From an optimization exercise on the open Yosys and OpenROAD flow, aimed at small area and a short achievable clock period; shortcuts taken in it are not production practice. The RTL was checked by simulation tests, not by an equivalence proof against the original design. The flow treats the clock pin as an ideal source, which a real chip does not have.

harbor:
// cdb_broadcaster
module cdb_broadcaster #(
  parameter int NUM_FU     = 8,
  parameter int NUM_CDB    = 2,
  parameter int BIT_WIDTH  = 32,
  parameter int TAG_WIDTH  = 8,
  parameter int FIFO_DEPTH = 2
) (
  input  logic                                clk,
  input  logic                                reset,
  input  logic [NUM_FU-1:0]                   fu_valid,
  output logic [NUM_FU-1:0]                   fu_ready,
  input  logic [NUM_FU-1:0][TAG_WIDTH-1:0]    fu_tag,
  input  logic [NUM_FU-1:0][BIT_WIDTH-1:0]    fu_value,
  output logic [NUM_CDB-1:0][TAG_WIDTH-1:0]   funcUnitTags,
  output logic [NUM_CDB-1:0][BIT_WIDTH-1:0]   funcUnitOut,
  output logic [NUM_CDB-1:0]                  valueReady
);
  localparam int FU_W  = (NUM_FU > 1) ? $clog2(NUM_FU) : 1;
  localparam int RES_W = TAG_WIDTH + BIT_WIDTH;
  logic [NUM_FU-1:0][RES_W-1:0] e0;    
  logic [NUM_FU-1:0][RES_W-1:0] e1;    
  logic [NUM_FU-1:0]            v0;
  logic [NUM_FU-1:0]            v1;
  logic [FU_W-1:0]              rr_ptr;
  logic [NUM_FU-1:0]            g0;    
  logic [NUM_FU-1:0]            g1;    
  logic [NUM_FU-1:0]            pop;
  logic [NUM_FU-1:0]            push;
  logic                         any0;
  logic                         any1;
  logic [NUM_FU-1:0]            last_g;
  logic [FU_W-1:0]              rr_nxt;
  logic [RES_W-1:0]             lane0_nxt;
  logic [RES_W-1:0]             lane1_nxt;
  logic [NUM_FU-1:0]            e0_hold;
  logic [NUM_FU-1:0]            e0_shift;
  logic [NUM_FU-1:0]            e0_load;
  logic [NUM_FU-1:0][RES_W-1:0] e0_nxt;
  always_comb begin
    for (int i = 0; i < NUM_FU; i++) begin
      fu_ready[i] = reset && !v1[i];
      push[i]     = fu_valid[i] && !v1[i];
    end
  end
  always_comb begin
    logic [2*NUM_FU-1:0] d;
    logic                seen1;
    logic                seen2;
    for (int i = 0; i < NUM_FU; i++) begin
      d[i]          = v0[i] && (i >= int'(rr_ptr));
      d[NUM_FU + i] = v0[i] && (i <  int'(rr_ptr));
    end
    g0    = '0;
    g1    = '0;
    seen1 = 1'b0;
    seen2 = 1'b0;
    for (int j = 0; j < 2*NUM_FU; j++) begin
      if (d[j] && !seen1)          g0[j % NUM_FU] = 1'b1;
      if (d[j] && seen1 && !seen2) g1[j % NUM_FU] = 1'b1;
  ...
export LEC_CHECK = 0
export CAP_MARGIN = 10
export CORE_MARGIN = 2
export CORE_UTILIZATION = 45
export CTS_BUF_LIST = sky130_fd_sc_hd__clkbuf_8
export CTS_CLUSTER_DIAMETER = 80
export CTS_CLUSTER_SIZE = 14
export SLEW_MARGIN = 10
create_clock -name core_clock -period 55.0 [get_ports {clk}]
standard.sh (not shown) runs the stock make flow with config.mk's settings and CLKGATE_MAP_FILE= SYNTH_SCRIPT=/design/flow/synth_recipe.tcl, a recipe that flattens the netlist after the stock synthesis.
==> flow/flow/run.sh <==
#!/bin/bash
# The standard layout with three changes:
#  - synthesis maps the logic with an area-oriented ABC script
#    (flow/abc_area.script); everything else in synthesis is the standard flow's own
#    script, so the registers are the standard synthesis's;
#  - the port buffers use the smallest buffer cell;
#  - after CTS, repair_timing runs once more asking for extra setup slack, to
#    shorten the reset -> fu_ready path (flow/post_cts.tcl).
set -euo pipefail
W=$(pwd)
cat "$W/flow/abc_override.tcl" "$W/synth_recipe.tcl" > "$W/my_synth.tcl"
export FLOW_ABC_SCRIPT="$W/flow/abc_area.script"
export FLOW_EXTRA_SETUP_MARGIN=33.0
bash standard.sh finish SYNTH_SCRIPT="$W/my_synth.tcl" \
  BUFFER_PORTS_ARGS="-buffer_cell sky130_fd_sc_hd__buf_1" \
  POST_CTS_TCL="$W/flow/post_cts.tcl" > standard_flow.log 2>&1
==> flow/flow/abc_area.script <==
strash
dch -f
amap
==> flow/flow/abc_override.tcl <==
# Map the logic with an area-oriented ABC script instead of the speed one;
# every other argument of the flow's abc call is kept.
proc abc {args} {
  set i [lsearch -exact $args -script]
  if { $i >= 0 } {
    set args [lreplace $args [expr {$i + 1}] [expr {$i + 1}] $::env(FLOW_ABC_SCRIPT)]
  }
  puts "abc override: abc $args"
  yosys abc {*}$args
}
==> flow/flow/post_cts.tcl <==
# After CTS: keep optimising the paths that set the achieved period. With the
# fixed 11 ns input and output delays, reset -> fu_ready is the longest path;
# asking repair_timing for extra setup slack makes it work on that path.
log_cmd repair_timing -setup -setup_margin $::env(FLOW_EXTRA_SETUP_MARGIN) -verbose
set result [catch { detailed_placement } msg]
if { $result != 0 } {
  error "Detailed placement failed after extra repair_timing: $msg"
}
check_placement -verbose
report_checks -path_delay max -group_path_count 3 -format full_clock_expanded
harbor finished all stages; the layout is clean.
diff inputs: harbor => fjord
Settings: changing SLEW_MARGIN from 10 to 20; changing CTS_BUF_LIST from sky130_fd_sc_hd__clkbuf_8 to sky130_fd_sc_hd__clkbuf_4 sky130_fd_sc_hd__clkbuf_8; changing CAP_MARGIN from 10 to 20; changing CTS_CLUSTER_SIZE from 14 to 16; removing CTS_CLUSTER_DIAMETER (formerly 80); changing CORE_UTILIZATION from 45 to 55.
--- a/flow/flow/run.sh
+++ b/flow/flow/run.sh
@@ -13 +13 @@
-export FLOW_EXTRA_SETUP_MARGIN=33.0
+export FLOW_EXTRA_SETUP_MARGIN=32.7
--- outcome ---
Every stage of the flow completed for fjord, and the final layout passed the timing, DRC and antenna checks.
Per the comparison of fjord with harbor, die area saw a decrease; number of max-cap violations saw little to no change; register share of the cell area saw a decrease; overall via count from detail_route saw an increase; final cycle utilization of the critical path saw a decrease.
Comparing fjord and harbor, the higher clock network area share is on fjord.
fjord ended with more routability-driven placement congestion ratio than harbor.
Looking at fjord and harbor, the via count of the first global-routing pass is a wash.
Comparing fjord and harbor, tap cell count is higher on harbor.
Modified inputs, quartz compared to fjord
Settings: CORE_UTILIZATION now 45, was 55.
## What came out
- quartz -> fjord: final hold slack flat
- Setup slack in quartz is smaller than in fjord.
- Delta (quartz minus fjord): highest clock frequency the design can meet fell by about 0.38%, area of all placed cells without fillers increased by 230 sq um relative to the old numbers, non-clock buffer count now sits higher, proportion of cell area occupied by registers saw a decrease.
- On total routing resource utilization after global routing: between fjord and quartz, it ends up lower for quartz.
- quartz vs. fjord: die area went up by 11000 sq um, share of the cycle needed by the critical path after routing increased 0.15 points.
### quartz -> maple
Settings: CTS_BUF_LIST now sky130_fd_sc_hd__clkbuf_8, was sky130_fd_sc_hd__clkbuf_4 sky130_fd_sc_hd__clkbuf_8; CTS_CLUSTER_SIZE now 14, was 16; CTS_CLUSTER_DIAMETER now 80, previously not set.
## What came out
In the metrics for maple and quartz, the one carrying the lower number of nets in the finished design is maple. Relative to quartz, wire length has decreased by 1.0% in maple. Summary of the comparison: final instance count without filler cells is lower in maple, relative to quartz. DRC violation count after routing: quartz vs maple identical.
Relative to maple, the following input files were edited for juniper:
Settings: CORE_UTILIZATION now 55, was 45; CTS_BUF_LIST no longer set, was sky130_fd_sc_hd__clkbuf_8; CTS_CLUSTER_SIZE no longer set, was 14; CTS_CLUSTER_DIAMETER no longer set, was 80.
==> flow/flow/run.sh <==
#!/bin/bash
set -euo pipefail
bash standard.sh finish BUFFER_PORTS_ARGS="-buffer_cell sky130_fd_sc_hd__buf_1" > standard_flow.log 2>&1
removed: flow/flow/abc_area.script
removed: flow/flow/abc_override.tcl
removed: flow/flow/post_cts.tcl
Compared to maple, juniper has final wirelength about 5.4% higher. The run with more setup slack is maple; juniper has less. Die area in juniper vs maple: down 11%. From maple to juniper the numbers moved as follows: final critical delay including setup and external delays went up by 1.33 ns; via count of the first global-routing pass now larger. Compared juniper against maple; met1 layer wirelength in the final routing within noise. Against maple, clock buffer instance count of the final layout in juniper rose by more than half.

---

== run A ==
The RTL this note starts from:
==> flow/design.v <==
module cdb_broadcaster #(
  parameter int NUM_FU     = 8,
  parameter int NUM_CDB    = 2,
  parameter int BIT_WIDTH  = 32,
  parameter int TAG_WIDTH  = 8,
  parameter int FIFO_DEPTH = 2
) (
  input  logic                                clk,
  input  logic                                reset,
  input  logic [NUM_FU-1:0]                   fu_valid,
  output logic [NUM_FU-1:0]                   fu_ready,
  input  logic [NUM_FU-1:0][TAG_WIDTH-1:0]    fu_tag,
  input  logic [NUM_FU-1:0][BIT_WIDTH-1:0]    fu_value,
  output logic [NUM_CDB-1:0][TAG_WIDTH-1:0]   funcUnitTags,
  output logic [NUM_CDB-1:0][BIT_WIDTH-1:0]   funcUnitOut,
  output logic [NUM_CDB-1:0]                  valueReady
);
  localparam int FU_W  = (NUM_FU > 1) ? $clog2(NUM_FU) : 1;
  localparam int RES_W = TAG_WIDTH + BIT_WIDTH;
  logic [NUM_FU-1:0][RES_W-1:0] e0;    
  logic [NUM_FU-1:0][RES_W-1:0] e1;    
  logic [NUM_FU-1:0]            v0;
  logic [NUM_FU-1:0]            v1;
  logic [FU_W-1:0]              rr_ptr;
  logic [NUM_FU-1:0]            g0;    
  logic [NUM_FU-1:0]            g1;    
  logic [NUM_FU-1:0]            pop;
  logic [NUM_FU-1:0]            push;
  logic                         any0;
  logic                         any1;
  logic [NUM_FU-1:0]            last_g;
  logic [FU_W-1:0]              rr_nxt;
  logic [RES_W-1:0]             lane0_nxt;
  logic [RES_W-1:0]             lane1_nxt;
  logic [NUM_FU-1:0]            e0_hold;
  logic [NUM_FU-1:0]            e0_shift;
  logic [NUM_FU-1:0]            e0_load;
  logic [NUM_FU-1:0][RES_W-1:0] e0_nxt;
  always_comb begin
    for (int i = 0; i < NUM_FU; i++) begin
      fu_ready[i] = reset && !v1[i];
      push[i]     = fu_valid[i] && !v1[i];
    end
  end
  always_comb begin
    logic [2*NUM_FU-1:0] d;
    logic                seen1;
    logic                seen2;
    for (int i = 0; i < NUM_FU; i++) begin
      d[i]          = v0[i] && (i >= int'(rr_ptr));
      d[NUM_FU + i] = v0[i] && (i <  int'(rr_ptr));
    end
    g0    = '0;
    g1    = '0;
    seen1 = 1'b0;
    seen2 = 1'b0;
    for (int j = 0; j < 2*NUM_FU; j++) begin
      if (d[j] && !seen1)          g0[j % NUM_FU] = 1'b1;
      if (d[j] && seen1 && !seen2) g1[j % NUM_FU] = 1'b1;
      seen2 = seen2 || (seen1 && d[j]);
      seen1 = seen1 || d[j];
    end
    any0   = seen1;
    any1   = seen2;
    pop    = g0 | g1;
    last_g = any1 ? g1 : g0;
    rr_nxt = '0;
    for (int i = 0; i < NUM_FU; i++) begin
      if (last_g[i]) rr_nxt = rr_nxt | ((i == NUM_FU - 1) ? FU_W'(0) : FU_W'(i + 1));
    end
  end
  always_comb begin
    lane0_nxt = '0;
    lane1_nxt = '0;
    for (int i = 0; i < NUM_FU; i++) begin
      lane0_nxt = lane0_nxt | ({RES_W{g0[i]}} & e0[i]);
      lane1_nxt = lane1_nxt | ({RES_W{g1[i]}} & e0[i]);
    end
  end
  always_ff @(posedge clk or negedge reset) begin
    if (!reset) begin
      v0 <= '0;
      v1 <= '0;
    end else begin
      for (int i = 0; i < NUM_FU; i++) begin
        v0[i] <= v1[i] || push[i] || (v0[i] && !pop[i]);
        v1[i] <= v1[i] ? !pop[i] : (v0[i] && push[i] && !pop[i]);
      end
    end
  end
  always_comb begin
    for (int i = 0; i < NUM_FU; i++) begin
      e0_hold[i]  = v0[i] && !pop[i];
      e0_shift[i] = v1[i] && pop[i];
      e0_load[i]  = !v1[i] && !e0_hold[i];
      e0_nxt[i]   = ({RES_W{e0_hold[i]}}  & e0[i])
                  | ({RES_W{e0_shift[i]}} & e1[i])
                  | ({RES_W{e0_load[i]}}  & {fu_tag[i], fu_value[i]});
    end
  end
  always_ff @(posedge clk) begin
    for (int i = 0; i < NUM_FU; i++) begin
      e0[i] <= e0_nxt[i];
      if (!v1[i] || pop[i]) e1[i] <= {fu_tag[i], fu_value[i]};
    end
  end
  always_ff @(posedge clk or negedge reset) begin
    if (!reset) begin
      valueReady   <= '0;
      funcUnitTags <= '0;
      funcUnitOut  <= '0;
      rr_ptr       <= '0;
    end else begin
      valueReady[0]   <= any0;
      valueReady[1]   <= any1;
      funcUnitTags[0] <= lane0_nxt[RES_W-1:BIT_WIDTH];
      funcUnitOut[0]  <= lane0_nxt[BIT_WIDTH-1:0];
      funcUnitTags[1] <= lane1_nxt[RES_W-1:BIT_WIDTH];
      funcUnitOut[1]  <= lane1_nxt[BIT_WIDTH-1:0];
      if (any0) rr_ptr <= rr_nxt;
    end
  end
endmodule
export LEC_CHECK = 0
export CAP_MARGIN = 20
export CORE_MARGIN = 2
export CORE_UTILIZATION = 55
export SLEW_MARGIN = 20
create_clock -name core_clock -period 55.0 [get_ports {clk}]
==> flow/flow/run.sh <==
#!/bin/bash
# The standard layout with two changes:
#  - synthesis maps the logic with an area-oriented ABC script
#    (flow/abc_area.script); everything else in synthesis is the standard flow's own
#    script, so the registers are the standard synthesis's;
#  - the port buffers use the smallest buffer cell.
set -euo pipefail
W=$(pwd)
cat "$W/flow/abc_override.tcl" "$W/synth_recipe.tcl" > "$W/my_synth.tcl"
export FLOW_ABC_SCRIPT="$W/flow/abc_area.script"
bash standard.sh finish SYNTH_SCRIPT="$W/my_synth.tcl" \
  BUFFER_PORTS_ARGS="-buffer_cell sky130_fd_sc_hd__buf_1" > standard_flow.log 2>&1
==> flow/flow/abc_area.script <==
&get -n
&st
&syn2
&dch -f
&nf -R 1000
&put
==> flow/flow/abc_override.tcl <==
# Map the logic with an area-oriented ABC script instead of the speed one;
# every other argument of the flow's abc call is kept.
proc abc {args} {
  set i [lsearch -exact $args -script]
  if { $i >= 0 } {
    set args [lreplace $args [expr {$i + 1}] [expr {$i + 1}] $::env(FLOW_ABC_SCRIPT)]
  }
  puts "abc override: abc $args"
  yosys abc {*}$args
}
Run A | status: complete | timing, DRC, antenna: pass
--- input diff run A..run B ---
Settings: CORE_UTILIZATION now 45, was 55; CTS_CLUSTER_DIAMETER now 80, previously not set; CTS_CLUSTER_SIZE now 17, previously not set; CTS_BUF_LIST now sky130_fd_sc_hd__clkbuf_8, previously not set.
-- flow/flow/run.sh --
<<< run A, line 2
# The standard layout with two changes:
>>> run B, line 2
# The standard layout with three changes:
<<< run A, line 6
#  - the port buffers use the smallest buffer cell.
>>> run B, line 6
#  - the port buffers use the smallest buffer cell;
#  - after CTS, repair_timing runs once more asking for extra setup slack, to
#    shorten the reset -> fu_ready path (flow/post_cts.tcl).
<<< run A, line 11
>>> run B, line 13
export FLOW_EXTRA_SETUP_MARGIN=32.7
<<< run A, line 12
  BUFFER_PORTS_ARGS="-buffer_cell sky130_fd_sc_hd__buf_1" > standard_flow.log 2>&1
>>> run B, line 15
  BUFFER_PORTS_ARGS="-buffer_cell sky130_fd_sc_hd__buf_1" \
  POST_CTS_TCL="$W/flow/post_cts.tcl" > standard_flow.log 2>&1
==> flow/flow/abc_area.script <==
strash
dch -f
amap
==> flow/flow/post_cts.tcl (new file) <==
# After CTS: keep optimising the paths that set the achieved period. With the
# fixed 11 ns input and output delays, reset -> fu_ready is the longest path;
# asking repair_timing for extra setup slack makes it work on that path.
log_cmd repair_timing -setup -setup_margin $::env(FLOW_EXTRA_SETUP_MARGIN) -verbose
set result [catch { detailed_placement } msg]
if { $result != 0 } {
  error "Detailed placement failed after extra repair_timing: $msg"
}
check_placement -verbose
report_checks -path_delay max -group_path_count 3 -format full_clock_expanded
Results
- Run B: no failed stages, no open violations at the end
- Of run B and run A, run B shows the higher non-clock buffer share of cell area, with run A below it.
- Changes observed in run B relative to run A: number of buffers other than clock buffers in the final layout went up 16, post-route worst hold slack went down 5.5 ps, routed wire length went down 5.6%, period utilization went down 0.53 points.
- Diff run A -> run B: final cell count now smaller.
- Via count normalized by instance count in run B is about 5% lower than in run A
Modified inputs, run C compared to run B
Settings: CTS_CLUSTER_SIZE now 14, was 17; CAP_MARGIN now 0, was 20; SLEW_MARGIN now 0, was 20.
-- flow/flow/run.sh --
<<< run B, line 13
export FLOW_EXTRA_SETUP_MARGIN=32.7
>>> run C, line 13
export FLOW_EXTRA_SETUP_MARGIN=33.0
==> summary.txt <==
Re final area: run B and run C aren't equal, and the higher value belongs to run C. Against run B as the reference, run C delivers a higher met2 routing resource usage after global routing.
Here is what was changed in the inputs of run D compared with run C.
Settings: swapping 0 for 20 in SLEW_MARGIN; swapping 0 for 20 in CAP_MARGIN.
-- flow/flow/run.sh --
<<< run C, line 13
export FLOW_EXTRA_SETUP_MARGIN=33.0
>>> run D, line 13
export FLOW_EXTRA_SETUP_MARGIN=32.7
==> flow/flow/abc_area.script <==
&get -n
&st
&syn2
&dch -f
&nf -R 1000
&put
[summary]
Sequential cell area share in run D is 0.27 points lower than in run C
Diff run C -> run D: placed instance area flat; summed area of non-filler cells in the final layout has increased; critical path depth down 1; fmax grew by 0.33%.
Total of fill cells in the finished design sits higher in run D than in run C.
On first-pass iteration count of the detailed router: run D sits above run C.
Run D ended with every stage complete and zero timing, DRC or antenna violations.
Run D: count of clock-buffer cells in the layout lower than run C
Run D vs run C — setup slack rose 75 ps.

## port drivers added, routing unchanged
Ports are ideal in the flow. The routed layouts listed here were re-timed in OpenROAD. Step 1 assumes that a clkbuf_16 drives the clock port and a buf_2 every other input. Step 2 moves the port delays by t, midway between the first and last clock arrival at a register: inputs arrive t later, outputs are due t later. That takes back most of the time a late clock gives input paths. Slacks: ideal ports / drivers / drivers and shift; pairs: ideal ports / drivers.
run | t (ns) | setup slack, ns | worst setup path after step 2 | worst register clock-pin slew, ns | cell pins on the clock port's net
harbor | 0.752 | 32.406 / 32.117 / 32.117 | input to output | 0.11 / 0.11 | 1
fjord | 0.778 | 32.495 / 32.171 / 32.171 | input to output | 0.07 / 0.07 | 1
quartz | 0.777 | 32.409 / 32.119 / 32.119 | input to output | 0.07 / 0.07 | 1
maple | 0.752 | 32.406 / 32.117 / 32.117 | input to output | 0.11 / 0.11 | 1
juniper | 0.675 | 31.078 / 31.052 / 31.052 | input to output | 0.07 / 0.07 | 1
run A | 0.674 | 32.115 / 32.076 / 32.076 | input to output | 0.07 / 0.07 | 1
run B | 0.748 | 32.406 / 32.127 / 32.127 | input to output | 0.12 / 0.12 | 1
run C | 0.752 | 32.406 / 32.117 / 32.117 | input to output | 0.11 / 0.11 | 1
run D | 0.780 | 32.481 / 32.241 / 32.241 | input to output | 0.10 / 0.10 | 1
After both steps every run listed still meets setup and hold. For fjord, which loses most, drivers alone change the setup slack by -0.324 ns; drivers and shift together by -0.324 ns.
